Background: an optimization exercise with open tools, aiming at small area and a short achievable clock period. Do not read the settings as production practice. Function was checked by simulation only, so behaviour that the tests miss may differ from the original.

==> run a: inputs <==
==> flow/design.v (excerpt) <==
module mm_mult_arbiter #(
  parameter int W_D        = 32,
  parameter int NUM_REQ    = 4,
  parameter int MULT_DEPTH = 6
) (
  input  logic                   CLK,
  input  logic                   RST_N,
  input  logic                   HOLD,
  input  logic [NUM_REQ-1:0]     REQ_VALID,
  input  logic [NUM_REQ-1:0]     REQ_LAST,
  input  logic [NUM_REQ*W_D-1:0] REQ_A,
  input  logic [NUM_REQ*W_D-1:0] REQ_B,
  output logic [NUM_REQ-1:0]     REQ_READY,
  output logic [NUM_REQ-1:0]     RSLT_VALID,
  output logic [2*W_D-1:0]       RSLT,
  output logic                   RSLT_LAST,
  output logic                   BUSY
);
==> flow/config.mk <==
export PLATFORM = sky130hd
export DESIGN_NAME = mm_mult_arbiter
export DESIGN_NICKNAME = mm_mult_arbiter
export VERILOG_FILES = /design/flow/design.v
export SDC_FILE = /design/flow/constraint.sdc
export NUM_CORES = 4
export LEC_CHECK = 0
export CAP_MARGIN = 20
export CORE_MARGIN = 2
export CORE_UTILIZATION = 55
export CTS_BUF_LIST = sky130_fd_sc_hd__clkbuf_4 sky130_fd_sc_hd__clkbuf_8
export CTS_CLUSTER_DIAMETER = 100
export CTS_CLUSTER_SIZE = 16
export SETUP_SLACK_MARGIN = 5
export SLEW_MARGIN = 20
==> flow/constraint.sdc <==
create_clock -name core_clock -period 10.0 [get_ports {CLK}]
set_input_delay 2.0000 -clock core_clock [delete_from_list [all_inputs] [get_ports {CLK}]]
set_output_delay 2.0000 -clock core_clock [all_outputs]
set_load 0.01 [all_outputs]
standard.sh (not shown) runs the stock make flow with config.mk's settings and CLKGATE_MAP_FILE= SYNTH_SCRIPT=/design/flow/synth_recipe.tcl, a recipe that flattens the netlist after the stock synthesis.
==> flow/flow/run.sh <==
#!/bin/bash
# Own flow: the standard layout (standard.sh) with three changes:
#  1. Yosys's generic "abc -fast" pre-mapping inside "synth -run fine:" is skipped (-noabc), so
#     extract_fa sees the adder tree as written and the full adders keep their polarity (no
#     inverters between them). The rest of the synthesis script, and so the register naming,
#     is the standard one.
#  2. The port buffers that buffer_ports puts on every input and output are buf_1 cells.
#  3. Timing repair aims at a setup slack of OWN_SETUP_MARGIN ns instead of config.mk's.
# Each tool's output goes to a log file in this folder (synth.log, layout.log).
set -euo pipefail
WORK=$(pwd)
OWN_SETUP_MARGIN=5.6

# synthesis script: synth_recipe.tcl, sourcing a copy of ORFS's synth.tcl with -noabc on the
# fine-grained synth call
sed 's/synth -top \$::env(DESIGN_NAME) -run fine: {\*}\$synth_full_args/synth -top $::env(DESIGN_NAME) -run fine: -noabc {*}$synth_full_args/' \
  "$FLOW_HOME/scripts/synth.tcl" > "$WORK/own_synth.tcl"
grep -q -- '-run fine: -noabc' "$WORK/own_synth.tcl"
sed "s#source \$::env(SCRIPTS_DIR)/synth.tcl#source $WORK/own_synth.tcl#" \
  "$WORK/synth_recipe.tcl" > "$WORK/own_synth_recipe.tcl"
grep -q "own_synth.tcl" "$WORK/own_synth_recipe.tcl"

# standard.sh with the synthesis script and the repair margin swapped
sed -e "s#SYNTH_SCRIPT=[^ ]*#SYNTH_SCRIPT=$WORK/own_synth_recipe.tcl#" \
    -e "s#SETUP_SLACK_MARGIN=[^ ]*#SETUP_SLACK_MARGIN=$OWN_SETUP_MARGIN#" \
    "$WORK/standard.sh" > "$WORK/own_standard.sh"
grep -q "own_synth_recipe.tcl" "$WORK/own_standard.sh"
grep -q "SETUP_SLACK_MARGIN=$OWN_SETUP_MARGIN" "$WORK/own_standard.sh"

bash "$WORK/own_standard.sh" synth > "$WORK/synth.log" 2>&1
bash "$WORK/own_standard.sh" "BUFFER_PORTS_ARGS=-buffer_cell sky130_fd_sc_hd__buf_1" finish > "$WORK/layout.log" 2>&1
==> run b: changes against run a <==
--- a/flow/config.mk
+++ b/flow/config.mk
@@ -7,2 +7,3 @@
 export LEC_CHECK = 0
+export ABC_AREA = 1
 export CAP_MARGIN = 20
==> summary.txt <==
quantity	run a	run b
Share of cell area taken by flip-flops and latches	0.322	0.321
Area added between synthesis and finish	7.43%	7.08%
Final HPWL from detailed placement	76,000 um	72,200 um
Adder-cell share of the synthesized area	0.305	0.304
Via Count	27,100	27,400
Topmost layer with routed signal wires	met4	met5
Compound-Gate Fraction of Synth Area	0.138	0.115
Post-synthesis instance total	3,242	3,410
Antenna cells	5	2
Number of detailed-routing iterations run before antenna repair	5	7
Area of the multi-input gates	23,200 sq um	23,000 sq um
Number of antenna violations at the first check in global routing	5	3
Portion of netlist area occupied by mux cells	0.00401	0
Result of the run	finished clean	finished clean

separate check: timing with driven ports:
No port has a modelled driver above. Below, the same layouts with a new extraction and two added sets of constraints. Step 1 sets driving cells, clkbuf_16 on the clock port and buf_2 on the other inputs (assumed; they add their load-dependent delay and slew). Step 2 moves the port delays by t, midway between the first and last clock arrival at a register: inputs arrive t later, outputs are due t later. That takes back most of the time a late clock gives input paths. Slacks: ideal ports / drivers / drivers and shift; pairs: ideal ports / drivers.
run	shift t [ns]	setup slack, ns	hold WS [ns]	cell pins on the clock port's net
run a	0.744	5.307 / 5.249 / 5.249	0.320 / 0.320 / 0.320	1
run b	0.732	5.250 / 5.204 / 5.204	0.320 / 0.320 / 0.320	1
After both steps setup and hold are still met in every run listed. The setup slack of run a, which loses most, moves by -0.058 ns with the drivers and by -0.058 ns with both steps.
